This is an optimization exercise on Yosys and OpenROAD, whose aim is small area and a short achievable clock period, not a production implementation. In this exercise RTL edits were held to simulation tests only and were not proved equivalent to the original. The flow treats the clock pin as an ideal source, which a real chip does not have. No activity file was given, so power comes from the tool's default toggle rates.

==> flow/flow/run.sh <==
#!/bin/bash
# Own flow: the standard layout (standard.sh, all steps) with two changes:
#  - the port buffers that placement inserts are buf_4 cells instead of the
#    default pick (a clock delay buffer);
#  - in CTS (flow/cts_hook.tcl) the clock port drives the first level of the
#    clock tree directly instead of through a single root buffer.
set -euo pipefail
work=$(pwd)
export PRE_CTS_TCL="$work/flow/cts_hook.tcl"
export BUFFER_PORTS_ARGS="-buffer_cell sky130_fd_sc_hd__buf_4"
bash standard.sh > "$work/standard.log" 2>&1
==> flow/flow/cts_hook.tcl <==
rename clock_tree_synthesis my_orig_clock_tree_synthesis
proc clock_tree_synthesis { args } {
  my_orig_clock_tree_synthesis {*}$args
  set block [ord::get_db_block]
  set bterm [$block findBTerm clk]
  set clknet [$bterm getNet]
  set loads [$clknet getITerms]
  if { [llength $loads] != 1 } {
    puts "cts_hook: clock port drives [llength $loads] pins, tree left as built"
    return
  }
  set root [[lindex $loads 0] getInst]
  set out [[$root findITerm X] getNet]
  set sinks {}
  foreach it [$out getITerms] {
    if { ![$it isOutputSignal] } { lappend sinks $it }
  }
  if { [llength $sinks] < 1 || [llength $sinks] > 4 } {
    puts "cts_hook: root [$root getName] drives [llength $sinks] pins, tree left as built"
    return
  }
  foreach it $sinks {
    if { ![string match "*clkbuf*" [[[$it getInst] getMaster] getName]] } {
      puts "cts_hook: root drives [[$it getInst] getName], not a buffer; tree left as built"
      return
    }
  }
  foreach it $sinks {
    $it disconnect
    $it connect $clknet
  }
  [$root findITerm A] disconnect
  [$root findITerm X] disconnect
  set rname [$root getName]
  odb::dbInst_destroy $root
  odb::dbNet_destroy $out
  puts "cts_hook: removed root buffer $rname; clock port now drives [llength $sinks] buffers"
}
==> flow/standard.sh <==
#!/bin/bash
# synth_recipe.tcl (not shown) runs the flow's synth.tcl, then flattens the netlist and writes it again
# the make line also repeats each setting of config.mk as NAME=value (left out here)
make -C /OpenROAD-flow-scripts/flow DESIGN_CONFIG=/design/flow/config.mk WORK_HOME=/design/flow/orfs CLKGATE_MAP_FILE= SYNTH_SCRIPT=/design/flow/synth_recipe.tcl "${@:-finish}"
==> flow/config.mk <==
export PLATFORM = sky130hd
export DESIGN_NAME = alignment_output_buffer
export DESIGN_NICKNAME = alignment_output_buffer
export VERILOG_FILES = /design/flow/design.v
export SDC_FILE = /design/flow/constraint.sdc
export NUM_CORES = 4
export LEC_CHECK = 0
export CAP_MARGIN = 20
export CORE_MARGIN = 2
export CORE_UTILIZATION = 70
export CTS_CLUSTER_DIAMETER = 100
export CTS_CLUSTER_SIZE = 30
export SETUP_SLACK_MARGIN = 4.3
export SLEW_MARGIN = 20
export TNS_END_PERCENT = 0
==> flow/constraint.sdc <==
create_clock -name core_clock -period 6.5 [get_ports {clk}]
set_input_delay 1.3000 -clock core_clock [delete_from_list [all_inputs] [get_ports {clk}]]
set_output_delay 1.3000 -clock core_clock [all_outputs]
set_load 0.01 [all_outputs]
==> flow/design.v <==
module alignment_output_buffer #(
  parameter int N = 128,
  parameter int DEPTH = 2*N,
  parameter int score_lenght = $clog2(N+1),
  parameter int CntW = $clog2(DEPTH+1)
) (
  input  logic clk,
  input  logic rst,
  input  logic en_traceB,
  input  logic end_c,
  input  logic [2:0] datoA,
  input  logic [2:0] datoB,
  input  logic signed [score_lenght:0] final_score,
  output logic out_valid,
  input  logic out_ready,
  output logic [2:0] out_A,
  output logic [2:0] out_B,
  output logic out_last,
  output logic signed [score_lenght:0] out_score,
  output logic [CntW-1:0] align_len,
  output logic busy,
  output logic done,
  output logic overflow
);
  localparam int L = 16;             
  localparam int G = DEPTH / L;      
  localparam int K = 8;              
  localparam int ROWS = DEPTH - 3;   
  logic s_collect, s_latch, s_drain, s_done, s_busy;
  logic [CntW-1:0] count;
  logic [L-1:0] wp_lo;
  logic [G-1:0] wp_hi;
  logic wr_v;
  logic [5:0] wr_d;
  logic [5:0] top, t1, t2, o;
  logic [K-1:0][5:0] part_q;
  logic [ROWS-1:0][5:0] mem;
  logic s_idle, push, full, wr, pop, pop_last, to_idle, back;
  logic [5:0] din, rd;
  assign s_idle   = !s_busy && !s_done;
  assign full     = count[CntW-1];
  assign push     = (s_idle || s_collect) && en_traceB;
  assign wr       = push && !full;
  assign pop      = s_drain && out_ready;
  assign pop_last = pop && out_last;
  assign back     = s_latch || pop;
  assign to_idle  = !en_traceB && ((s_collect && !end_c) || s_done);
  assign din      = {datoA, datoB};
  assign out_valid = s_drain;
  assign busy      = s_busy;
  assign done      = s_done;
  assign {out_A, out_B} = o;
  logic n_collect, n_latch, n_drain, n_done;
  assign n_collect = en_traceB && !end_c && (s_idle || s_collect);
  assign n_latch   = end_c && ((s_idle && en_traceB) || s_collect);
  assign n_drain   = s_latch || (s_drain && !pop_last);
  assign n_done    = pop_last || (s_done && en_traceB);
  logic can_wr, idle_if_off;
  logic [CntW-1:0] cnt_inc, cnt_back;
  logic [L-1:0] lo_inc, lo_back;
  logic [G-1:0] hi_inc, hi_back;
  assign can_wr      = (s_idle || s_collect) && !full;
  assign idle_if_off = s_done || (s_collect && !end_c);
  assign cnt_inc  = count + CntW'(1);
  assign cnt_back = pop ? count - CntW'(1) : count;
  assign lo_inc   = {wp_lo[L-2:0], wp_lo[L-1]};
  assign hi_inc   = wp_lo[L-1] ? {wp_hi[G-2:0], wp_hi[G-1]} : wp_hi;
  assign lo_back  = back ? {wp_lo[0], wp_lo[L-1:1]} : wp_lo;
  assign hi_back  = (back && wp_lo[0]) ? {wp_hi[0], wp_hi[G-1:1]} : wp_hi;
  logic cnt_is1, cnt_is2;
  assign cnt_is1 = count == CntW'(1);
  assign cnt_is2 = count == CntW'(2);
  always_ff @(posedge clk or negedge rst)
    if (!rst) begin
      s_collect <= 1'b0;
      s_latch   <= 1'b0;
      s_drain   <= 1'b0;
      s_done    <= 1'b0;
      s_busy    <= 1'b0;
      count     <= '0;
      out_score <= '0;
      align_len <= '0;
      overflow  <= 1'b0;
      out_last  <= 1'b0;
      o         <= '0;
      wp_lo     <= L'(1);
      wp_hi     <= G'(1);
      wr_v      <= 1'b0;
    end else begin
      s_collect <= n_collect;
      s_latch   <= n_latch;
      s_drain   <= n_drain;
      s_done    <= n_done;
      s_busy    <= n_collect || n_latch || n_drain;
      wr_v      <= wr;
      count <= en_traceB ? (can_wr ? cnt_inc : cnt_back) : (idle_if_off ? '0 : cnt_back);
      wp_lo <= en_traceB ? (can_wr ? lo_inc : lo_back) : (idle_if_off ? L'(1) : lo_back);
      wp_hi <= en_traceB ? (can_wr ? hi_inc : hi_back) : (idle_if_off ? G'(1) : hi_back);
      if (s_latch) out_score <= final_score;
      if (to_idle) align_len <= '0;
      else if (s_latch) align_len <= count;
      if (to_idle) overflow <= 1'b0;
      else if (push && full) overflow <= 1'b1;
      out_last <= s_latch ? cnt_is1 : (s_drain && (out_ready ? cnt_is2 : out_last));
      if (s_latch) o <= top;
      else if (!s_drain || pop_last) o <= '0;
      else if (out_ready) o <= t1;
    end
  always_ff @(posedge clk) begin
    wr_d <= din;
    if (wr) begin
      top <= din;
      t1  <= top;
      t2  <= t1;
    end else if (pop) begin
      t1  <= t2;
      t2  <= rd;
    end
  end
  always_ff @(posedge clk)
    for (int r = 0; r < ROWS; r++)
      if (wr_v && wp_lo[(r + 1) % L] && wp_hi[((r + 1) / L) % G]) mem[r] <= wr_d;
  logic [G-1:0][5:0] grp;
  logic [K-1:0][5:0] part;
  always_comb begin
    for (int g = 0; g < G; g++) begin
      grp[g] = '0;
      for (int j = 0; j < L; j++)
        if ((g * L + j + DEPTH - 4) % DEPTH < ROWS)
          grp[g] = grp[g] | ({6{wp_lo[j]}} & mem[(g * L + j + DEPTH - 4) % DEPTH]);
    end
    for (int k = 0; k < K; k++) begin
      part[k] = '0;
      for (int g = k * (G / K); g < (k + 1) * (G / K); g++)
        part[k] = part[k] | ({6{wp_hi[g]}} & grp[g]);
    end
  end
  always_ff @(posedge clk)
    if (back) part_q <= part;
  always_comb begin
    rd = '0;
    for (int k = 0; k < K; k++) rd = rd | part_q[k];
  end
endmodule
==> results of run 1 <==
synthesized netlist by cell type, drive strengths merged (2+ instances only):
cell / n / area share (%)
a311oi: 15 / 0.21
a32o: 2 / 0.032
mux2: 10 / 0.18
nand4: 97 / 0.98
buf: 89 / 0.66
dfxtp: 6 / 0.19
inv: 5 / 0.030
a21oi: 5 / 0.059
or3: 3 / 0.030
a222oi: 6 / 0.097
a31oi: 24 / 0.24
a22o: 409 / 5.8
nand2b: 3 / 0.030
o21bai: 2 / 0.030
clkbuf: 218 / 1.3
and3: 262 / 2.6
nor3: 10 / 0.081
nand2: 67 / 0.42
o21a: 3 / 0.036
nor2: 33 / 0.20
a221oi: 361 / 5.1
mux2i: 31 / 0.50
o21ai: 6 / 0.048
edfxtp: 1584 / 77
a22oi: 30 / 0.36
nand3: 7 / 0.057
nor2b: 16 / 0.16
nor4: 16 / 0.19
o21ba: 2 / 0.032
dfrtp: 71 / 2.9
dfstp: 2 / 0.085
nor3b: 3 / 0.036
o22ai: 16 / 0.16
ha: 4 / 0.081
o31ai: 6 / 0.073
power groups by stage:
stage	Sequential [µW]	Clock [µW]	Combinational, µW
6_report	13100	4690	7530
4_1_cts	13100	4690	7070
3_5_place_dp	13700	0	5890
5_1_grt	13100	5010	7760
3_3_place_gp	13700	0	5800
2_1_floorplan	12800	0	4120
final timing paths:
| check | end | slack, ps | cells after the start |
|---|---|---|---|
| setup / recovery | part_q[15] | 4070 | 5 |
| min in group asynchronous | o[1] | 950 | 1 |
| hold reg to reg | o[3] | 500 | 2 |
| hold / removal | o[3] | 500 | 2 |
| setup reg to reg | part_q[15] | 4070 | 5 |
| max in group asynchronous | wp_lo[15] | 4860 | 1 |
flip-flops by register name, summed over array words and instances (netlist names):
signal     flops
s_latch        1
t1             6
s_done         1
wr_v           1
out_last       1
s_collect      1
overflow       1
align_len      9
s_busy         1
s_drain        1
wp_lo         16
wp_hi         16
wr_d           6
top            6
o              6
part_q        48
t2             6
count          9
out_score      9
mem         1518
layer usage:
| layer | up-vias | part of all wire [%] | track usage [%] |
|---|---|---|---|
| li1 | 14222 | - | - |
| met1 | 18108 | 37 | 52.3 |
| met2 | 2602 | 46 | 53.3 |
| met3 | 308 | 13 | 7.62 |
| met4 | 4 | 3.3 | 10.4 |
| met5 | - | 0.014 | 0 |
kinds of logic after synthesis:
logic type | count (synthesis) | synth area share, %
flip-flops | 1663 | 80.0
adder cells (fa/ha/maj) | 4 | 0.0808
buffers and inverters | 312 | 2.01
AND/OR/NAND/NOR | 522 | 4.90
multiplexers | 41 | 0.683
AO/OA/AOI/OAI | 893 | 12.4
tightest hold or removal path: cells and delay by family (launching register included):
kind | cells | cell delay [ps]
compound gates | 1 | 60
flops | 1 | 350
simple gates | 1 | 60
stage by stage:
stage / worst slack (ps) / hold slack [ps] / power, µW / std cells / instance area (µm²)
2_1_floorplan: 4040 / 491 / 16900 / 3435 / 62000
4_1_cts: 4140 / 496 / 24900 / 4510 / 65500
3_3_place_gp: 2930 / 464 / 19500 / 4386 / 63100
5_1_grt: 4100 / 535 / 25900 / 4527 / 65900
6_report: 4070 / 499 / 25300 / 4527 / 65900
3_5_place_dp: 2900 / 473 / 19600 / 4386 / 63100
repair_timing:
| item | 4_1_cts | 5_1_grt |
|---|---|---|
| pin swaps | 3 | 5 |
| cloned | 3 | 2 |
| endpoints found under the setup margin | 1155 | 532 |
| resized for setup | 47 | 21 |
| setup buffers | 34 | 15 |
area by class of cell:
| cell class | instances | area share (%) |
|---|---|---|
| clock buffers | 85 | 2.45 |
| repair buffers | 147 | 2.58 |
| multi-input cells | 1460 | 17.4 |
| well taps | 1165 | 2.21 |
| clock inverters | 2 | 0.0551 |
| inverters | 5 | 0.0342 |
| flip-flops and latches | 1663 | 75.3 |
==> flow_summary.toml, run 1 <==
[place]
numPortBuffers = 48
gp_congestion = 0.878
detailedPlacementHpwl_mm = 81.7

[clocking]
clock_latency_ps = 510
cts.clk_slew.worst_paths_ps = 120
tritoncts.num_buffers = 61
cts_tree = "yes"
cts_hold_buffers = 0
cts.sink_count = 1663

[pwr]
netSwitchingFraction_pct = 34.4
clock_power_share_pct = 18.5
sequentialPowerShare_pct = 51.8
leakage_uw = 0.0216
largest_vdd_supply_drop_uv = 460
internal_power_uw = 16600
p_comb_share_pct = 29.7
total_switching_power_uw = 8710
power.density_nw_per_um2 = 384

[worst_setup_path]
worst_ep_arrival_time_ps = 2690
crit_path_top_delay_cell = "sky130_fd_sc_hd__dfrtp_4"
timing.critical_path.slowest_cell_delay_ps = 570
worst-endpoint-required_ps = 6760
family_of_cells_with_the_greatest_summed_delay_on_the_critical_path = "compound AO/OA/AOI/OAI gates"
crit-reg2reg-launch = "wp_lo[1]"
setup.worst_path.end_class = "flop"
path_buf_inv = 1
crit_path_start = "wp_lo[1]"
crit_path_cell_trace = "buf_16 > a22o_1 > a221oi_2 > nand4_1 > a22o_1"
worstPathMaxFanout = 55
crit_top_cell = "sky130_fd_sc_hd__a22o_1"
path_class = "reg -> reg"
setup.worst_path.start_class = "flop"

[layout]
finalNetCount = 3361
final_common_cell = "sky130_fd_sc_hd__edfxtp_1"
finalCoreUtilization_pct = 74.9
final_cell_mix = "sky130_fd_sc_hd__edfxtp_1, sky130_fd_sc_hd__a22o_1, sky130_fd_sc_hd__a221oi_1"
final_layout_size_suffix_gt1_share_pct = 8.77
sequential_cell_area_um2 = 49600
filler_cell_count = 5050
antennaDiodeCount = 0
areaGrowthSynthToFinish_pct = 6.35
multi_input_gate_area_um2 = 11400

[global_route]
remaining_overflow_grt = 0
grt_pass1_vias = 33566
grt_max_degree = 218
antenna_violations_before_repair = 4
grt_first_pass_wirelength_mm = 231
grtUsageTotal_pct = 35.1

[sta]
max_freq_mhz = 411
maxSlewHeadroom_pct = 18.5
final_max_slew_viol_count = 0
pin_slew_with_the_least_headroom_to_its_limit_ps = 1210
setup_tns_ps = 0
fin_crit_ps = 2430
final-setup-viol-count = 0
finalCritPeriodShare_pct = 37.4
hold_fails_final_rpt = 0
clock-skew-final_ps = 30.0
setup_repair_after_global_routing_missed_its_margin = "yes"

[route]
drt_wl_total_mm = 161
ant_nets = 0
drtPass1Iterations = 8
first_iter_violations = 5673
post-route-drc-count = 0
viasPerCell = 7.79
num_vias = 35244
wl_per_cell_um = 35.6

[logic_synthesis]
postSynthNetCount = 3459
synthDistinctLibCells = 54
yosys_register_bits = 1663
ys_async_sr_fraction_pct = 4.39
syn-instance-count = 3435
synth.yosys.seq_area_share_pct = 80.0
synthesis.area_um2 = 61900
syn_area_per_cell_um2 = 18.0
yosysWarnings = 1
synth_ff_type = "sky130_fd_sc_hd__edfxtp_1"
post_synth_edffs = 1584

[die]
die_width_um = 301
start_util_pct = 70.4
core_area_um2 = 88000
design.die.area_um2 = 90900
die_h_um = 301
placement_rows = 109
top_level_ports = 49

[outcome]
outcome = "complete, no violations"

[worst_hold_path]
class_of_the_tightest_hold_or_removal_check = "reg -> reg"
hold_path_startpoint = "o[3]"

[job]
timing.max_cap.violations = 0
==> run 2, diff against run 1 <==
--- a/flow/design.v
+++ b/flow/design.v
@@ -27,18 +27,16 @@
   localparam int K = 8;              
   localparam int ROWS = DEPTH - 3;   
   logic s_collect, s_latch, s_drain, s_done, s_busy;
-  logic [CntW-1:0] count;
+  logic full;                        
   logic [L-1:0] wp_lo;
-  logic [G-1:0] wp_hi;
-  logic wr_v;
-  logic [5:0] wr_d;
-  logic [5:0] top, t1, t2, o;
+  logic [G-1:0] wp_hi, wp_hi_n;     
+  logic [L-1:0] wl_n;                
+  logic [5:0] top, t1, t2, o;       
   logic [K-1:0][5:0] part_q;
   logic [ROWS-1:0][5:0] mem;
-  logic s_idle, push, full, wr, pop, pop_last, to_idle, back;
+  logic s_idle, push, wr, pop, pop_last, to_idle, back;
   logic [5:0] din, rd;
   assign s_idle   = !s_busy && !s_done;
-  assign full     = count[CntW-1];
   assign push     = (s_idle || s_collect) && en_traceB;
   assign wr       = push && !full;
   assign pop      = s_drain && out_ready;
@@ -56,20 +54,26 @@
   assign n_drain   = s_latch || (s_drain && !pop_last);
   assign n_done    = pop_last || (s_done && en_traceB);
   logic can_wr, idle_if_off;
-  logic [CntW-1:0] cnt_inc, cnt_back;
   logic [L-1:0] lo_inc, lo_back;
   logic [G-1:0] hi_inc, hi_back;
   assign can_wr      = (s_idle || s_collect) && !full;
   assign idle_if_off = s_done || (s_collect && !end_c);
-  assign cnt_inc  = count + CntW'(1);
-  assign cnt_back = pop ? count - CntW'(1) : count;
   assign lo_inc   = {wp_lo[L-2:0], wp_lo[L-1]};
   assign hi_inc   = wp_lo[L-1] ? {wp_hi[G-2:0], wp_hi[G-1]} : wp_hi;
   assign lo_back  = back ? {wp_lo[0], wp_lo[L-1:1]} : wp_lo;
   assign hi_back  = (back && wp_lo[0]) ? {wp_hi[0], wp_hi[G-1:1]} : wp_hi;
-  logic cnt_is1, cnt_is2;
-  assign cnt_is1 = count == CntW'(1);
-  assign cnt_is2 = count == CntW'(2);
+  logic wp_is1, wp_last;
+  assign wp_is1  = wp_lo[1] && wp_hi[0];
+  assign wp_last = wp_lo[L-1] && wp_hi[G-1];
+  logic [3:0] lo_bin, hi_bin;
+  logic [CntW-1:0] count;
+  always_comb begin
+    lo_bin = '0;
+    hi_bin = '0;
+    for (int j = 0; j < L; j++) lo_bin = lo_bin | ({4{wp_lo[j]}} & 4'(j));
+    for (int g = 0; g < G; g++) hi_bin = hi_bin | ({4{wp_hi[g]}} & 4'(g));
+  end
+  assign count = {full, hi_bin, lo_bin};
   always_ff @(posedge clk or negedge rst)
     if (!rst) begin
       s_collect <= 1'b0;
@@ -77,37 +81,36 @@
       s_drain   <= 1'b0;
       s_done    <= 1'b0;
       s_busy    <= 1'b0;
-      count     <= '0;
+      full      <= 1'b0;
       out_score <= '0;
       align_len <= '0;
       overflow  <= 1'b0;
       out_last  <= 1'b0;
       o         <= '0;
       wp_lo     <= L'(1);
-      wp_hi     <= G'(1);
-      wr_v      <= 1'b0;
+      wp_hi_n   <= {{(G-1){1'b1}}, 1'b0};
+      wl_n      <= '1;
     end else begin
       s_collect <= n_collect;
       s_latch   <= n_latch;
       s_drain   <= n_drain;
       s_done    <= n_done;
       s_busy    <= n_collect || n_latch || n_drain;
-      wr_v      <= wr;
-      count <= en_traceB ? (can_wr ? cnt_inc : cnt_back) : (idle_if_off ? '0 : cnt_back);
+      wl_n      <= ~(wp_lo & {L{wr}});
+      full  <= en_traceB ? (can_wr ? wp_last : full && !pop) : (!idle_if_off && full && !pop);
       wp_lo <= en_traceB ? (can_wr ? lo_inc : lo_back) : (idle_if_off ? L'(1) : lo_back);
-      wp_hi <= en_traceB ? (can_wr ? hi_inc : hi_back) : (idle_if_off ? G'(1) : hi_back);
+      wp_hi_n <= ~(en_traceB ? (can_wr ? hi_inc : hi_back) : (idle_if_off ? G'(1) : hi_back));
       if (s_latch) out_score <= final_score;
       if (to_idle) align_len <= '0;
       else if (s_latch) align_len <= count;
       if (to_idle) overflow <= 1'b0;
       else if (push && full) overflow <= 1'b1;
-      out_last <= s_latch ? cnt_is1 : (s_drain && (out_ready ? cnt_is2 : out_last));
+      out_last <= s_latch ? (wp_is1 && !full) : (s_drain && (out_ready ? wp_is1 : out_last));
       if (s_latch) o <= top;
       else if (!s_drain || pop_last) o <= '0;
       else if (out_ready) o <= t1;
     end
   always_ff @(posedge clk) begin
-    wr_d <= din;
     if (wr) begin
       top <= din;
       t1  <= top;
@@ -117,9 +120,10 @@
       t2  <= rd;
     end
   end
+  assign wp_hi = ~wp_hi_n;
   always_ff @(posedge clk)
     for (int r = 0; r < ROWS; r++)
-      if (wr_v && wp_lo[(r + 1) % L] && wp_hi[((r + 1) / L) % G]) mem[r] <= wr_d;
+      if (!wl_n[r % L] && !wp_hi_n[((r + 1) / L) % G]) mem[r] <= top;
   logic [G-1:0][5:0] grp;
   logic [K-1:0][5:0] part;
   always_comb begin
--- a/flow/config.mk
+++ b/flow/config.mk
@@ -7,7 +7,7 @@
 export LEC_CHECK = 0
 export CAP_MARGIN = 20
 export CORE_MARGIN = 2
-export CORE_UTILIZATION = 70
+export CORE_UTILIZATION = 80
 export CTS_CLUSTER_DIAMETER = 100
 export CTS_CLUSTER_SIZE = 30
 export SETUP_SLACK_MARGIN = 4.3
==> run 2 against run 1 <==
Against the previous run: global-route usage rose by 7.7 points; sequential cell count rose by 1; area after synthesis fell by 0.99%; sequential share of layout area rose by 1.5 points; sequential power rose by 9.9%; final cell count fell by 3.8%; fmax fell by 2.0%; critical path type unchanged; critical endpoint is now mem[1246]; largest cell class unchanged; largest power group unchanged; highest routed layer unchanged.
==> flow_summary.toml, run 2 <==
[pwr]
clock_power_share_pct = 17.7
leakage_uw = 0.0201
largest_vdd_supply_drop_uv = 310
internal_power_uw = 17400
netSwitchingFraction_pct = 34.3
power.density_nw_per_um2 = 410
sequentialPowerShare_pct = 54.4
p_comb_share_pct = 27.9
total_switching_power_uw = 9090
finalPower_uw = 26500

[logic_synthesis]
ys_top_cells_by_count = "sky130_fd_sc_hd__edfxtp_1, sky130_fd_sc_hd__a22o_1, sky130_fd_sc_hd__a221oi_1"
post_synth_edffs = 1584
synth.yosys.seq_area_share_pct = 80.9
syn_area_per_cell_um2 = 18.1
combinational_family_with_the_most_area_after_synthesis = "compound AO/OA/AOI/OAI gates"
post-synth-top-area-fraction_pct = 77.6
syn-instance-count = 3392
synth_compound_gate_area_share_pct = 12.3
netlist_top_cells_area = "sky130_fd_sc_hd__edfxtp_1, sky130_fd_sc_hd__a22o_1, sky130_fd_sc_hd__a221oi_1"
synthesis.area_um2 = 61300
synthDistinctLibCells = 51
post-synth-top-count-cell = "sky130_fd_sc_hd__edfxtp_1"
synth_ff_type = "sky130_fd_sc_hd__edfxtp_1"
synthMuxAreaShare_pct = 0.590
ys_async_sr_fraction_pct = 4.81
postSynthNetCount = 3412
yosys_register_bits = 1664
yosysWarnings = 1
synth-simple-area-share_pct = 4.19
post_synth_xor_area_fraction_pct = 0
synth_adder_area_share_pct = 0
synth_top_cell_by_area = "sky130_fd_sc_hd__edfxtp_1"

[sta]
fin_crit_ps = 2480
final-setup-viol-count = 0
clock-skew-final_ps = 37.5
pin_slew_with_the_least_headroom_to_its_limit_ps = 1140
setup_repair_after_global_routing_missed_its_margin = "yes"
finalCritPeriodShare_pct = 38.2
hold_fails_final_rpt = 0
final_max_slew_viol_count = 0
maxSlewHeadroom_pct = 24.2
setup_tns_ps = 0
max_freq_mhz = 403

[die]
start_util_pct = 80.7
core_area_um2 = 75900
die_width_um = 281
top_level_ports = 49
design.die.area_um2 = 78900
placement_rows = 101
die_h_um = 281

[layout]
finalNetCount = 3319
areaGrowthSynthToFinish_pct = 5.40
final_cell_mix = "sky130_fd_sc_hd__edfxtp_1, sky130_fd_sc_hd__a22o_1, sky130_fd_sc_hd__a221oi_1"
filler_cell_count = 3246
largest_register_ff_count = 1518
multi_input_gate_area_um2 = 10500
sequential_cell_area_um2 = 49700
top_register = "mem"
final_layout_size_suffix_gt1_share_pct = 8.54
final_common_cell = "sky130_fd_sc_hd__edfxtp_1"
biggest_registers_after_layout = "mem (1518), part_q (48)"

[worst_hold_path]
worst_hold_path.num_cells = 2
hold_path_startpoint = "o[5]"
hold_endpoint = "o[5]"
class_of_the_tightest_hold_or_removal_check = "reg -> reg"

[worst_setup_path]
crit_path_cell_trace = "buf_4 > buf_4"
worstPathMaxFanout = 89
regToRegSetupSlack_ps = 4020
crit_path_start = "top[4]"
worst_ep_arrival_time_ps = 2630
critical_path.reg2reg.endpoint = "mem[1246]"
path_class = "reg -> reg"
crit_path_top_delay_cell = "sky130_fd_sc_hd__buf_4"
rr_worst_depth = 2
setup.worst_path.start_class = "flop"
crit-reg2reg-launch = "top[4]"
setup.worst_path.end_class = "flop"
timing.critical_path.slowest_cell_delay_ps = 900
crit_top_cell = "sky130_fd_sc_hd__buf_4"
worst-endpoint-required_ps = 6640

[global_route]
antenna_violations_before_repair = 4
grt_max_degree = 213
grtUsageTotal_pct = 42.8
grt_pass1_vias = 34445
remaining_overflow_grt = 0
grt_first_pass_wirelength_mm = 236

[clocking]
cts.clk_slew.worst_paths_ps = 120
cts_tree = "yes"
clock_latency_ps = 520
cts_hold_buffers = 0
tritoncts.num_buffers = 61
cts.sink_count = 1664

[place]
numPortBuffers = 48
gp_congestion = 0.911
detailedPlacementHpwl_mm = 85.5

[route]
wl_per_cell_um = 38.1
num_vias = 35423
viasPerCell = 8.13
drtPass1Iterations = 8
first_iter_violations = 5995
ant_nets = 0
post-route-drc-count = 0
drt_wl_total_mm = 166

[outcome]
outcome = "complete, no violations"

[job]
timing.max_cap.violations = 0
==> run 2: how the worst max path moves through the flow <==
stage                     slack [ps]        end  cells past startpoint
after global routing            4020  mem[1204]                      2
after CTS                       4140   out_B[1]                      1
after global placement          3000       flop                      7
final                           4020  mem[1246]                      2
after detailed placement        2820       flop                      7
after floorplan                 2460     mem[0]                      0
==> run 2: per-stage QoR <==
step,area (µm²),worst slack (ps),util (%),hold WS (ps),std cells
floorplan,61300,2460,-,491,3392
global placement,62100,3000,81.8,464,4226
detailed placement,62100,2820,81.8,478,4226
CTS,64600,4140,85.0,505,4354
global route,64600,4020,85.1,540,4356
finish,64600,4020,85.1,506,4357
==> run 2: final cells by class <==
| type | count | share of cell area (%) |
|---|---|---|
| clock buffer | 87 | 2.55 |
| sequential | 1664 | 76.9 |
| antenna | 1 | 0.00387 |
| timing repair buffer | 122 | 2.23 |
| clock inverter | 2 | 0.0387 |
| tap | 1030 | 1.99 |
| inverter | 4 | 0.0387 |
| multi-input combinational | 1447 | 16.3 |
==> run 2: worst max-delay path, delay by kind of cell, from the launching register on <==
| family | cells | cell delay (ps) |
|---|---|---|
| buf+inv | 2 | 1570 |
| flops | 1 | 340 |
==> run 2: layer usage <==
metal  global-route usage, %  share of wire (%)  wire length [µm]
met2                    64.6                 45             75500
met5                       0             0.0054                 9
met4                    22.4                6.5             10900
met3                    11.1                 16             26700
met1                    59.1                 32             53000
==> run 2: cell families after synthesis <==
kind of cell,count (synthesis)
AOI/OAI and AO/OA,893
buffers and inverters,281
DFF,1664
muxes,31
and+or+nand+nor,523
==> run 2: timing repair <==
item | CTS | global route
setup buffers | 39 | 0
endpoints found under the setup margin | 410 | 468
pin swaps | 1 | 0
resized for setup | 52 | 2
==> run 2: power by group through the flow <==
stage | Combinational (µW) | Sequential [µW] | Clock [µW]
6_report | 7390 | 14400 | 4680
2_1_floorplan | 4490 | 13600 | 0
3_3_place_gp | 5700 | 14800 | 0
4_1_cts | 7110 | 14300 | 4630
3_5_place_dp | 5930 | 14900 | 0
5_1_grt | 7590 | 14400 | 4950
==> run 3, diff against run 2 <==
--- a/flow/design.v
+++ b/flow/design.v
@@ -31,7 +31,8 @@
   logic [L-1:0] wp_lo;
   logic [G-1:0] wp_hi, wp_hi_n;     
   logic [L-1:0] wl_n;                
-  logic [5:0] top, t1, t2, o;       
+  logic [5:0] wr_d;                 
+  logic [5:0] top, t1, t2, o;
   logic [K-1:0][5:0] part_q;
   logic [ROWS-1:0][5:0] mem;
   logic s_idle, push, wr, pop, pop_last, to_idle, back;
@@ -111,6 +112,7 @@
       else if (out_ready) o <= t1;
     end
   always_ff @(posedge clk) begin
+    wr_d <= din;
     if (wr) begin
       top <= din;
       t1  <= top;
@@ -123,7 +125,7 @@
   assign wp_hi = ~wp_hi_n;
   always_ff @(posedge clk)
     for (int r = 0; r < ROWS; r++)
-      if (!wl_n[r % L] && !wp_hi_n[((r + 1) / L) % G]) mem[r] <= top;
+      if (!wl_n[r % L] && !wp_hi_n[((r + 1) / L) % G]) mem[r] <= wr_d;
   logic [G-1:0][5:0] grp;
   logic [K-1:0][5:0] part;
   always_comb begin
--- a/flow/config.mk
+++ b/flow/config.mk
@@ -12,4 +12,4 @@
 export CTS_CLUSTER_SIZE = 30
 export SETUP_SLACK_MARGIN = 4.3
 export SLEW_MARGIN = 20
-export TNS_END_PERCENT = 0
+export TNS_END_PERCENT = 3
==> run 3 against run 2 <==
Against the previous run: worst hold slack better by 1.9 ps; setup slack improved by 14 ps; core utilization rose by 0.99 points; sequential share of layout area down 0.67 points; area after synthesis is 0.18% higher; first-iteration DRC count increased by 23%; critical endpoint is now part_q[7].
==> flow_summary.toml, run 3 <==
[logic_synthesis]
yosys_register_bits = 1670
postSynthNetCount = 3418
synth_top_cell_by_area = "sky130_fd_sc_hd__edfxtp_1"
ys_top_cells_by_count = "sky130_fd_sc_hd__edfxtp_1, sky130_fd_sc_hd__a22o_1, sky130_fd_sc_hd__a221oi_1"
synthesis.area_um2 = 61400
syn-instance-count = 3398
netlist_top_cells_area = "sky130_fd_sc_hd__edfxtp_1, sky130_fd_sc_hd__a22o_1, sky130_fd_sc_hd__a221oi_1"
post_synth_edffs = 1584
ys_async_sr_fraction_pct = 4.79
post-synth-top-count-cell = "sky130_fd_sc_hd__edfxtp_1"
post-synth-top-area-fraction_pct = 77.4
synthDistinctLibCells = 52
synth_ff_type = "sky130_fd_sc_hd__edfxtp_1"
yosysWarnings = 1
syn_area_per_cell_um2 = 18.1
synth.yosys.seq_area_share_pct = 81.0

[sta]
final-setup-viol-count = 0
max_freq_mhz = 405
final_max_slew_viol_count = 0
setup_tns_ps = 0
setup_repair_after_global_routing_missed_its_margin = "yes"
hold_fails_final_rpt = 0
clock-skew-final_ps = 27.8
fin_crit_ps = 2470
pin_slew_with_the_least_headroom_to_its_limit_ps = 1250
maxSlewHeadroom_pct = 16.8
finalCritPeriodShare_pct = 38.0

[clocking]
cts.clk_slew.worst_paths_ps = 120
tritoncts.num_buffers = 61
cts.sink_count = 1670
clock_latency_ps = 510
cts_tree = "yes"

[worst_hold_path]
class_of_the_tightest_hold_or_removal_check = "reg -> reg"

[layout]
finalNetCount = 3362
finalCoreUtilization_pct = 86.1
top_register = "mem"
stdcell_count = 4392
biggest_registers_after_layout = "mem (1518), part_q (48)"
final_cell_mix = "sky130_fd_sc_hd__edfxtp_1, sky130_fd_sc_hd__a22o_1, sky130_fd_sc_hd__a221oi_1"
final_layout_size_suffix_gt1_share_pct = 10.3
final_cell_area_um2 = 65400
largest_register_ff_count = 1518
areaGrowthSynthToFinish_pct = 6.43
filler_cell_count = 3122
final_common_cell = "sky130_fd_sc_hd__edfxtp_1"

[die]
start_util_pct = 80.9
die_width_um = 281
top_level_ports = 49
placement_rows = 101
design.die.area_um2 = 79000
die_h_um = 281
core_area_um2 = 75900

[worst_setup_path]
worstPathMaxFanout = 68
worst-endpoint-required_ps = 6710
setup.worst_path.start_class = "flop"
path_class = "reg -> reg"
setup.worst_path.end_class = "flop"
worst_ep_arrival_time_ps = 2670

[route]
first_iter_violations = 7347
num_vias = 36054
ant_nets = 0
post-route-drc-count = 0
drt_wl_total_mm = 168
viasPerCell = 8.21
wl_per_cell_um = 38.4
drtPass1Iterations = 9

[pwr]
leakage_uw = 0.0205
largest_vdd_supply_drop_uv = 345
power.density_nw_per_um2 = 405

[global_route]
grt_pass1_vias = 34021
grtUsageTotal_pct = 42.4
grt_first_pass_wirelength_mm = 236
antenna_violations_before_repair = 7
remaining_overflow_grt = 0
grt_max_degree = 218

[job]
timing.max_cap.violations = 0

[place]
gp_congestion = 0.891
detailedPlacementHpwl_mm = 85.3
dp.cells = 4228
placed_cell_area_um2 = 62200
numPortBuffers = 48

[outcome]
outcome = "complete, no violations"
-- run 3: cell count changes after synthesis --
| cell | previous run | this run |
|---|---|---|
| sky130_fd_sc_hd__a221oi_2 | 3 | 1 |
| sky130_fd_sc_hd__buf_4 | 5 | 6 |
| sky130_fd_sc_hd__buf_2 | 101 | 98 |
| sky130_fd_sc_hd__buf_1 | 44 | 35 |
| sky130_fd_sc_hd__clkbuf_1 | 118 | 129 |
| sky130_fd_sc_hd__dfxtp_1 | 0 | 6 |
| sky130_fd_sc_hd__a221oi_1 | 357 | 359 |
-- run 3: critical path: stages (launching register included) --
cell and delay, ps:
sky130_fd_sc_hd__dfrtp_4 570, sky130_fd_sc_hd__buf_12 200, sky130_fd_sc_hd__a22o_1 380, sky130_fd_sc_hd__a221oi_1 370, sky130_fd_sc_hd__and4_1 310, sky130_fd_sc_hd__o22ai_1 130
-- run 3: layout make-up --
type	instances	area, µm²	area share (%)
Sequential cell	1670	49800	76.2
Multi-Input combinational cell	1448	10700	16.4
Timing Repair Buffer	158	1910	2.92
Clock buffer	72	1570	2.40
Tap cell	1030	1290	1.97
Inverter	4	48.8	0.0746
Clock inverter	2	27.5	0.0421
Antenna cell	8	20.0	0.0306
-- run 3: logic make-up (layout without fill, tap and decap cells) --
group / Yosys count / count (layout) / synth area share (%)
DFF: 1670 / 1670 / 81.0
buffers and inverters: 281 / 236 / 2.07
other: 0 / 8 / 0
and+or+nand+nor: 523 / 523 / 4.18
AOI/OAI and AO/OA: 893 / 894 / 12.2
muxes: 31 / 31 / 0.589
-- run 3: layer usage --
layer,global-route usage [%],part of all wire [%]
met4,20.3,6.3
met2,62.5,45
met5,0,0.042
met3,13.2,17
met1,59.3,32
-- run 3: what timing repair did --
item	CTS	global route
hold buffers	0	0
resized for setup	63	41
endpoints found under the setup margin	145	434
pin swaps	2	3
setup buffers	47	30
gates cloned	0	4
-- run 3: worst paths after layout --
kind	startpoint	cells past startpoint	end	slack [ps]
setup / recovery	wp_lo[13]	5	part_q[7]	4030
hold / removal	o[4]	2	o[4]	510
setup reg to reg	wp_lo[13]	5	part_q[7]	4030
hold reg to reg	o[4]	2	o[4]	510
max in group asynchronous	rst	2	wl_n[12]	5160
min in group asynchronous	rst	1	out_score[3]	690
-- run 3: through the flow --
stage	setup WS, ps	total power (µW)	hold slack [ps]
floorplan	3990	17600	491
global placement	3020	20100	470
detailed placement	2820	20300	481
CTS	4150	25500	507
global route	4110	26800	526
finish	4030	26500	508
-- run 3: power breakdown --
group / leakage (µW) / internal [µW] / switching, µW
clock network: 0.000778 / 1720 / 2880
registers: 0.0152 / 12700 / 1190
logic: 0.00447 / 2940 / 5040
==> run 4, diff against run 3 <==
--- a/flow/config.mk
+++ b/flow/config.mk
@@ -7,9 +7,9 @@
 export LEC_CHECK = 0
 export CAP_MARGIN = 20
 export CORE_MARGIN = 2
-export CORE_UTILIZATION = 80
+export CORE_UTILIZATION = 70
 export CTS_CLUSTER_DIAMETER = 100
 export CTS_CLUSTER_SIZE = 30
 export SETUP_SLACK_MARGIN = 4.3
 export SLEW_MARGIN = 20
-export TNS_END_PERCENT = 3
+export TNS_END_PERCENT = 0
==> run 4 against run 3 <==
Against the previous run: critical path depth stayed put; worst hold slack worse by 6.0 ps; highest routed layer unchanged; die area is 14% higher; clock skew is 0.53 ps higher; largest cell class unchanged; critical path type unchanged; largest power group unchanged; global-route usage is 5.5 points lower; fmax is 0.94% higher.
==> flow_summary.toml, run 4 <==
[outcome]
outcome = "complete, no violations"

[sta]
final_max_slew_viol_count = 0
finalCritPeriodShare_pct = 37.6
final-setup-viol-count = 0
pin_slew_with_the_least_headroom_to_its_limit_ps = 1320
hold_fails_final_rpt = 0
max_freq_mhz = 409
maxSlewHeadroom_pct = 11.2
clock-skew-final_ps = 28.3
worst_hold_slack_ps = 502
setup_tns_ps = 0
setup_repair_after_global_routing_missed_its_margin = "yes"
fin_crit_ps = 2440

[worst_setup_path]
crit_path_top_delay_cell = "sky130_fd_sc_hd__dfstp_4"
setup.worst_path.start_class = "flop"
worst-endpoint-required_ps = 6790
crit-reg2reg-launch = "wp_lo[0]"
timing.critical_path.slowest_cell_delay_ps = 1000
worst_ep_arrival_time_ps = 2740
critical_path.reg2reg.endpoint = "part_q[12]"
rr_worst_depth = 5
regToRegSetupSlack_ps = 4060
family_of_cells_with_the_greatest_summed_delay_on_the_critical_path = "flip-flops"
path_class = "reg -> reg"
setup.worst_path.end_class = "flop"
worstPathMaxFanout = 42
crit_path_cell_trace = "buf_8 > a22o_1 > a221oi_1 > and4_1 > o22ai_1"
path_buf_inv = 1

[pwr]
largest_vdd_supply_drop_uv = 446
power.density_nw_per_um2 = 402
leakage_uw = 0.0202

[logic_synthesis]
post-synth-top-area-fraction_pct = 77.4
post_synth_edffs = 1584
syn-instance-count = 3398
post-synth-top-count-cell = "sky130_fd_sc_hd__edfxtp_1"
postSynthNetCount = 3418
synthesis.area_um2 = 61400
synthDistinctLibCells = 52
netlist_top_cells_area = "sky130_fd_sc_hd__edfxtp_1, sky130_fd_sc_hd__a22o_1, sky130_fd_sc_hd__a221oi_1"
synth_top_cell_by_area = "sky130_fd_sc_hd__edfxtp_1"
syn_area_per_cell_um2 = 18.1
ys_async_sr_fraction_pct = 4.79
ys_top_cells_by_count = "sky130_fd_sc_hd__edfxtp_1, sky130_fd_sc_hd__a22o_1, sky130_fd_sc_hd__a221oi_1"
yosys_register_bits = 1670
yosysWarnings = 1
synth.yosys.seq_area_share_pct = 81.0
synth_ff_type = "sky130_fd_sc_hd__edfxtp_1"

[route]
viasPerCell = 7.72
drt_wl_total_mm = 169
drtPass1Iterations = 6
first_iter_violations = 5984
num_vias = 34696
post-route-drc-count = 0
wl_per_cell_um = 37.6
ant_nets = 0

[layout]
biggest_registers_after_layout = "mem (1518), part_q (48)"
finalCoreUtilization_pct = 74.8
areaGrowthSynthToFinish_pct = 5.87
final_common_cell = "sky130_fd_sc_hd__edfxtp_1"
finalNetCount = 3335
antennaDiodeCount = 0
top_register = "mem"
final_cell_mix = "sky130_fd_sc_hd__edfxtp_1, sky130_fd_sc_hd__a22o_1, sky130_fd_sc_hd__a221oi_1"
filler_cell_count = 4970
final_layout_size_suffix_gt1_share_pct = 8.89
largest_register_ff_count = 1518

[global_route]
grt.met1_usage_pct = 53.1
grt_most_used_layer = "met2"
grt_pass1_vias = 32786
groute.layer.met3.usage_pct = 7.46
remaining_overflow_grt = 0
grt_max_degree = 188
grtUsageTotal_pct = 36.9
grt_first_pass_wirelength_mm = 236
grt.met2_usage_pct = 57.5
antenna_violations_before_repair = 2

[worst_hold_path]
hold_endpoint = "o[5]"
worst_hold_path.num_cells = 2
class_of_the_tightest_hold_or_removal_check = "reg -> reg"
hold_path_startpoint = "o[5]"

[clocking]
tritoncts.num_buffers = 61
cts_hold_buffers = 0
cts_tree = "yes"
clock_latency_ps = 520
cts.clk_slew.worst_paths_ps = 120
cts.sink_count = 1670

[job]
timing.max_cap.violations = 0

[place]
numPortBuffers = 48
gp_congestion = 0.843
detailedPlacementHpwl_mm = 87.6

[die]
top_level_ports = 49
design.die.area_um2 = 90100
placement_rows = 108
start_util_pct = 70.7
core_area_um2 = 86900
die_width_um = 300
die_h_um = 300
==> run 4: cell counts after synthesis <==
No cell type changed its count.
==> run 4: cell type report <==
cell class,count,area [µm²],area share [%]
flip-flops and latches,1670,49800,76.6
multi-input cells,1447,10500,16.2
clock buffers,87,1650,2.53
repair buffers,132,1540,2.37
well taps,1155,1450,2.22
inverters,4,30.0,0.0462
clock inverters,2,20.0,0.0308
==> run 4: layer usage <==
metal / share of wire [%] / routed length, µm
met4: 4.6 / 7810
met3: 14 / 23500
met5: 0.047 / 79
met1: 35 / 58900
met2: 47 / 79000
==> run 4: worst max path at each step <==
stage                  to  slack, ps  cells past startpoint       from
6_report       part_q[12]       4060                      5   wp_lo[0]
5_1_grt          wp_lo[0]       4050                      7  en_traceB
4_1_cts        part_q[26]       4020                      5   wp_lo[9]
3_5_place_dp         flop       2810                      7  en_traceB
3_3_place_gp         flop       2970                      7  en_traceB
2_1_floorplan    wp_lo[8]       3990                      7  out_ready
==> run 4: kinds of logic (layout without fill, tap and decap cells) <==
family                 after synthesis  count (layout)  synth area share, %
buffers and inverters              281             225                 2.07
flip-flops                        1670            1670                 81.0
AO/OA/AOI/OAI                      893             893                 12.2
AND/OR/NAND/NOR                    523             523                 4.18
multiplexers                        31              31                0.589
==> run 4: per-stage QoR <==
stage	area, µm²	setup slack [ps]	cells	total power (µW)
finish	65000	4060	4497	26100
CTS	64600	4020	4467	25500
global placement	62400	2970	4357	20300
detailed placement	62400	2810	4357	20500
global route	65000	4050	4497	26700
floorplan	61400	3990	3398	17700
==> run 4: worst register-to-register path, delay by kind of cell (launching register included) <==
family | cells | cell delay, ps
compound gates | 3 | 590
buf+inv | 1 | 420
flops | 1 | 1000
simple gates | 1 | 230
==> run 4: what timing repair did <==
item	in CTS	in global routing
endpoints found under the setup margin	245	363
endpoints found under the hold margin	0	0
buffers inserted	21	29
gates resized for setup	30	26
pin swaps	0	2
==> run 4: report_power, final <==
part	internal [µW]	switching, µW
Combinational	2720	4610
Clock	1780	2940
Sequential	12700	1350
Total	17200	8910
==> run 5, diff against run 4 <==
--- a/flow/design.v
+++ b/flow/design.v
@@ -31,6 +31,7 @@
   logic [L-1:0] wp_lo;
   logic [G-1:0] wp_hi, wp_hi_n;     
   logic [L-1:0] wl_n;                
+  logic [L-1:0] rlo;                 
   logic [5:0] wr_d;                 
   logic [5:0] top, t1, t2, o;
   logic [K-1:0][5:0] part_q;
@@ -55,13 +56,15 @@
   assign n_drain   = s_latch || (s_drain && !pop_last);
   assign n_done    = pop_last || (s_done && en_traceB);
   logic can_wr, idle_if_off;
-  logic [L-1:0] lo_inc, lo_back;
+  logic [L-1:0] lo_inc, lo_back, rlo_inc, rlo_back;
   logic [G-1:0] hi_inc, hi_back;
   assign can_wr      = (s_idle || s_collect) && !full;
   assign idle_if_off = s_done || (s_collect && !end_c);
   assign lo_inc   = {wp_lo[L-2:0], wp_lo[L-1]};
   assign hi_inc   = wp_lo[L-1] ? {wp_hi[G-2:0], wp_hi[G-1]} : wp_hi;
   assign lo_back  = back ? {wp_lo[0], wp_lo[L-1:1]} : wp_lo;
+  assign rlo_inc  = {rlo[L-2:0], rlo[L-1]};
+  assign rlo_back = back ? {rlo[0], rlo[L-1:1]} : rlo;
   assign hi_back  = (back && wp_lo[0]) ? {wp_hi[0], wp_hi[G-1:1]} : wp_hi;
   logic wp_is1, wp_last;
   assign wp_is1  = wp_lo[1] && wp_hi[0];
@@ -89,6 +92,7 @@
       out_last  <= 1'b0;
       o         <= '0;
       wp_lo     <= L'(1);
+      rlo       <= L'(1);
       wp_hi_n   <= {{(G-1){1'b1}}, 1'b0};
       wl_n      <= '1;
     end else begin
@@ -100,6 +104,7 @@
       wl_n      <= ~(wp_lo & {L{wr}});
       full  <= en_traceB ? (can_wr ? wp_last : full && !pop) : (!idle_if_off && full && !pop);
       wp_lo <= en_traceB ? (can_wr ? lo_inc : lo_back) : (idle_if_off ? L'(1) : lo_back);
+      rlo   <= en_traceB ? (can_wr ? rlo_inc : rlo_back) : (idle_if_off ? L'(1) : rlo_back);
       wp_hi_n <= ~(en_traceB ? (can_wr ? hi_inc : hi_back) : (idle_if_off ? G'(1) : hi_back));
       if (s_latch) out_score <= final_score;
       if (to_idle) align_len <= '0;
@@ -133,7 +138,7 @@
       grp[g] = '0;
       for (int j = 0; j < L; j++)
         if ((g * L + j + DEPTH - 4) % DEPTH < ROWS)
-          grp[g] = grp[g] | ({6{wp_lo[j]}} & mem[(g * L + j + DEPTH - 4) % DEPTH]);
+          grp[g] = grp[g] | ({6{(g < G / 2) ? wp_lo[j] : rlo[j]}} & mem[(g * L + j + DEPTH - 4) % DEPTH]);
     end
     for (int k = 0; k < K; k++) begin
       part[k] = '0;
==> flow/flow/cts_hook.tcl (replaced) <==
rename clock_tree_synthesis my_orig_clock_tree_synthesis
proc my_hook_loads { net } {
  set l {}
  foreach it [$net getITerms] {
    if { ![$it isOutputSignal] } { lappend l $it }
  }
  return $l
}
proc my_hook_center { inst } {
  set b [$inst getBBox]
  return [list [expr {([$b xMin] + [$b xMax]) / 2}] [expr {([$b yMin] + [$b yMax]) / 2}]]
}
proc clock_tree_synthesis { args } {
  my_orig_clock_tree_synthesis {*}$args
  set block [ord::get_db_block]
  set clknet [[$block findBTerm clk] getNet]
  set loads [my_hook_loads $clknet]
  if { [llength $loads] != 1 } {
    puts "cts_hook: clock port drives [llength $loads] pins, tree left as built"
    return
  }
  set root [[lindex $loads 0] getInst]
  set out [[$root findITerm X] getNet]
  set sinks [my_hook_loads $out]
  set n [llength $sinks]
  foreach it $sinks {
    if { ![string match "*clkbuf*" [[[$it getInst] getMaster] getName]] } {
      puts "cts_hook: root drives [[$it getInst] getName], not a buffer; tree left as built"
      return
    }
  }
  if { $n < 1 || $n > 8 } {
    puts "cts_hook: root [$root getName] drives $n pins, tree left as built"
    return
  }
  set bufs {}
  foreach it $sinks { lappend bufs [$it getInst] }
  while { [llength $bufs] > 4 } {
    set best {}
    set bestd -1
    for { set i 0 } { $i < [llength $bufs] } { incr i } {
      for { set j [expr {$i + 1}] } { $j < [llength $bufs] } { incr j } {
        lassign [my_hook_center [lindex $bufs $i]] xi yi
        lassign [my_hook_center [lindex $bufs $j]] xj yj
        set d [expr {abs($xi - $xj) + abs($yi - $yj)}]
        if { $bestd < 0 || $d < $bestd } { set bestd $d; set best [list $i $j] }
      }
    }
    lassign $best i j
    set keep [lindex $bufs $i]
    set gone [lindex $bufs $j]
    lassign [my_hook_center $keep] xi yi
    lassign [my_hook_center $gone] xj yj
    set gnet [[$gone findITerm X] getNet]
    set knet [[$keep findITerm X] getNet]
    foreach it [my_hook_loads $gnet] {
      $it disconnect
      $it connect $knet
    }
    [$gone findITerm A] disconnect
    [$gone findITerm X] disconnect
    puts "cts_hook: merged [$gone getName] into [$keep getName]"
    odb::dbInst_destroy $gone
    odb::dbNet_destroy $gnet
    set b [$keep getBBox]
    $keep setLocation [expr {($xi + $xj) / 2 - ([$b xMax] - [$b xMin]) / 2}] [expr {($yi + $yj) / 2 - ([$b yMax] - [$b yMin]) / 2}]
    set bufs [lreplace $bufs $j $j]
  }
  foreach b $bufs {
    set it [$b findITerm A]
    $it disconnect
    $it connect $clknet
  }
  [$root findITerm A] disconnect
  [$root findITerm X] disconnect
  set rname [$root getName]
  odb::dbInst_destroy $root
  odb::dbNet_destroy $out
  puts "cts_hook: removed root buffer $rname; clock port now drives [llength $bufs] buffers"
}
==> run 5 against run 4 <==
Against the previous run: clock power rose by 3%; critical path type unchanged; critical path depth did not move; area after synthesis rose by 1.3%; register-to-register slack worse by 80 ps; sequential power barely moved; still clean; synthesized cell count increased by 3.0%.
==> flow_summary.toml, run 5 <==
[outcome]
outcome = "complete, no violations"

[worst_setup_path]
regToRegSetupSlack_ps = 3970
crit_path_cell_trace = "buf_4 > a22o_1 > a221oi_1 > and4_1 > o22ai_1"
family_of_cells_with_the_greatest_summed_delay_on_the_critical_path = "compound AO/OA/AOI/OAI gates"
setup.worst_path.end_class = "flop"
worstPathMaxFanout = 35
setup.worst_path.start_class = "flop"
path_buf_inv = 1
timing.critical_path.slowest_cell_delay_ps = 610
path_class = "reg -> reg"
rr_worst_depth = 5
crit_path_top_delay_cell = "sky130_fd_sc_hd__dfrtp_2"
crit-reg2reg-launch = "wp_lo[3]"
critical_path.reg2reg.endpoint = "part_q[15]"
crit_path_start = "wp_lo[3]"
worst_ep_arrival_time_ps = 2780
worst-endpoint-required_ps = 6750

[job]
timing.max_cap.violations = 0

[global_route]
grtUsageTotal_pct = 35.8
grt_pass1_vias = 33759
grt_max_degree = 206
grt_first_pass_wirelength_mm = 234
antenna_violations_before_repair = 4
grt.met2_usage_pct = 55.1
groute.layer.met3.usage_pct = 7.43
remaining_overflow_grt = 0
grt_most_used_layer = "met2"
grt.met1_usage_pct = 52.6

[place]
detailedPlacementHpwl_mm = 93.0
numPortBuffers = 48
gp_congestion = 0.868
placement.setup.worst_slack_ps = 2720

[sta]
finalCritPeriodShare_pct = 38.9
final_max_slew_viol_count = 0
final-setup-viol-count = 0
setup_tns_ps = 0
post-route-worst-setup-slack_ps = 3970
worst_hold_slack_ps = 519
maxSlewHeadroom_pct = 19.1
pin_slew_with_the_least_headroom_to_its_limit_ps = 1210
clock-skew-final_ps = 38.3
setup_repair_after_global_routing_missed_its_margin = "yes"
hold_fails_final_rpt = 0
max_freq_mhz = 396
fin_crit_ps = 2530

[route]
wl_per_cell_um = 35.7
post-route-drc-count = 0
viasPerCell = 7.68
num_vias = 34999
drtPass1Iterations = 6
ant_nets = 0
drt_wl_total_mm = 163
first_iter_violations = 5355

[logic_synthesis]
yosys_register_bits = 1686
post_synth_edffs = 1584
ys_top_cells_by_count = "sky130_fd_sc_hd__edfxtp_1, sky130_fd_sc_hd__a221oi_1, sky130_fd_sc_hd__a22o_1"
synth.yosys.seq_area_share_pct = 80.5
ys_async_sr_fraction_pct = 5.69
synth_ff_type = "sky130_fd_sc_hd__edfxtp_1"
postSynthNetCount = 3521
netlist_top_cells_area = "sky130_fd_sc_hd__edfxtp_1, sky130_fd_sc_hd__a221oi_1, sky130_fd_sc_hd__a22o_1"
syn-instance-count = 3501
synthesis.area_um2 = 62300
syn_area_per_cell_um2 = 17.8
synth_top_cell_by_area = "sky130_fd_sc_hd__edfxtp_1"
post-synth-top-count-cell = "sky130_fd_sc_hd__edfxtp_1"
synthDistinctLibCells = 55
yosysWarnings = 1
post-synth-top-area-fraction_pct = 76.4

[pwr]
leakage_uw = 0.0204
largest_vdd_supply_drop_uv = 281
power.density_nw_per_um2 = 395
finalPower_uw = 25700

[clocking]
tritoncts.num_buffers = 66
cts.clk_slew.worst_paths_ps = 120
cts_hold_buffers = 0
cts.sink_count = 1686
clock_latency_ps = 540
cts_tree = "yes"

[layout]
finalNetCount = 3384
final_cell_mix = "sky130_fd_sc_hd__edfxtp_1, sky130_fd_sc_hd__a22o_1, sky130_fd_sc_hd__a221oi_1"
largest_register_ff_count = 1518
final_common_cell = "sky130_fd_sc_hd__edfxtp_1"
biggest_registers_after_layout = "mem (1518), part_q (48)"
top_register = "mem"
final_layout_size_suffix_gt1_share_pct = 8.35
areaGrowthSynthToFinish_pct = 4.77

[die]
top_level_ports = 49
design.die.area_um2 = 91300
placement_rows = 109
die_width_um = 302
die_h_um = 302
start_util_pct = 70.6
core_area_um2 = 88200

[worst_hold_path]
hold_path_startpoint = "overflow"
class_of_the_tightest_hold_or_removal_check = "reg -> reg"
hold_endpoint = "overflow"
worst_hold_path.num_cells = 1
-- run 5: cell count changes in the layout (fill, tap and decap cells not counted), sizes merged, moves of 2 or more --
cell	change
clkinv	+4
a311oi	+15
a31oi	+2
nor2	+15
diode	+3
buf	-34
dfrtp	+15
clkbuf	-3
nand2	+32
-- run 5: cell type report --
class	count	area, µm²
Antenna cell	3	7.51
Clock buffer	84	1660
Clock inverter	6	96.3
Fill cell	5072	23000
Inverter	4	25.0
Multi-Input combinational cell	1513	10900
Sequential cell	1686	50200
Tap cell	1165	1460
Timing Repair Buffer	98	903
-- run 5: how the worst max path moves through the flow --
stage | end | slack, ps | depth (start not counted)
2_1_floorplan | mem[1000] | 4040 | 0
5_1_grt | align_len[8] | 3980 | 1
3_5_place_dp | flop | 2720 | 7
3_3_place_gp | wp_lo[13] | 2820 | 7
6_report | part_q[15] | 3970 | 5
4_1_cts | align_len[8] | 4010 | 1
-- run 5: cells by family after synthesis --
kind of cell           synth area share (%)
AOI/OAI and AO/OA                      12.4
buffers and inverters                  2.15
and+or+nand+nor                        4.43
DFF                                    80.5
muxes                                 0.545
-- run 5: power by group --
part           internal, µW  switching, µW
Combinational          2330           4140
Sequential            12800           1610
Clock                  1810           3040
-- run 5: per-layer routing --
layer,wire length (µm),share of wire [%]
met5,29,0.018
met4,6240,3.8
met3,20400,13
met2,76000,47
met1,59900,37
-- run 5: what timing repair did --
item	CTS	global route
endpoints found under the setup margin	533	556
cloned	1	0
pin swaps	1	0
buffers inserted	4	0
gates resized for setup	36	15
endpoints found under the hold margin	0	0
-- run 5: metrics by stage --
stage / instance area, µm² / std cells / util [%]
floorplan: 62300 / 3501 / -
global placement: 63200 / 4460 / 71.6
detailed placement: 63200 / 4460 / 71.6
CTS: 65100 / 4555 / 73.8
global route: 65200 / 4556 / 73.9
finish: 65200 / 4559 / 73.9
-- run 5: worst reg2reg max path, stage by stage (launching register included) --
cell and delay, ps:
sky130_fd_sc_hd__dfrtp_2 610, sky130_fd_sc_hd__buf_4 550, sky130_fd_sc_hd__a22o_1 300, sky130_fd_sc_hd__a221oi_1 70, sky130_fd_sc_hd__and4_1 240, sky130_fd_sc_hd__o22ai_1 500

## re-timing with driven ports
Ports are ideal in the flow. The routed layouts listed here were re-timed in OpenROAD.
Step 1 sets driving cells, clkbuf_16 on the clock port and buf_2 on the other inputs (assumed; they add their load-dependent delay and slew).
Step 2 times the ports against the registers' clock, not the clock port: input delays grow and output delays shrink by t, the midpoint of the rising clock arrivals with the driver on.
Slacks: no drivers / after step 1 / after step 2; pairs: no drivers / after step 1.
run	t (ns)	slack for setup (ns)	worst setup path at the end	slew at the worst register clock pin (ns)
run 1	0.621	4.069 / 4.032 / 3.695	input to register	0.12 / 0.12
run 2	0.632	4.019 / 3.989 / 3.525	input to register	0.12 / 0.12
run 3	0.619	4.033 / 3.991 / 3.604	input to register	0.12 / 0.12
run 4	0.638	4.056 / 3.956 / 3.605	input to register	0.12 / 0.12
run 5	0.663	3.975 / 3.866 / 3.491	input to register	0.13 / 0.13
After both steps every run listed still meets setup and hold. The setup slack of run 2, which loses most, moves by -0.030 ns with the drivers and by -0.494 ns with both steps.
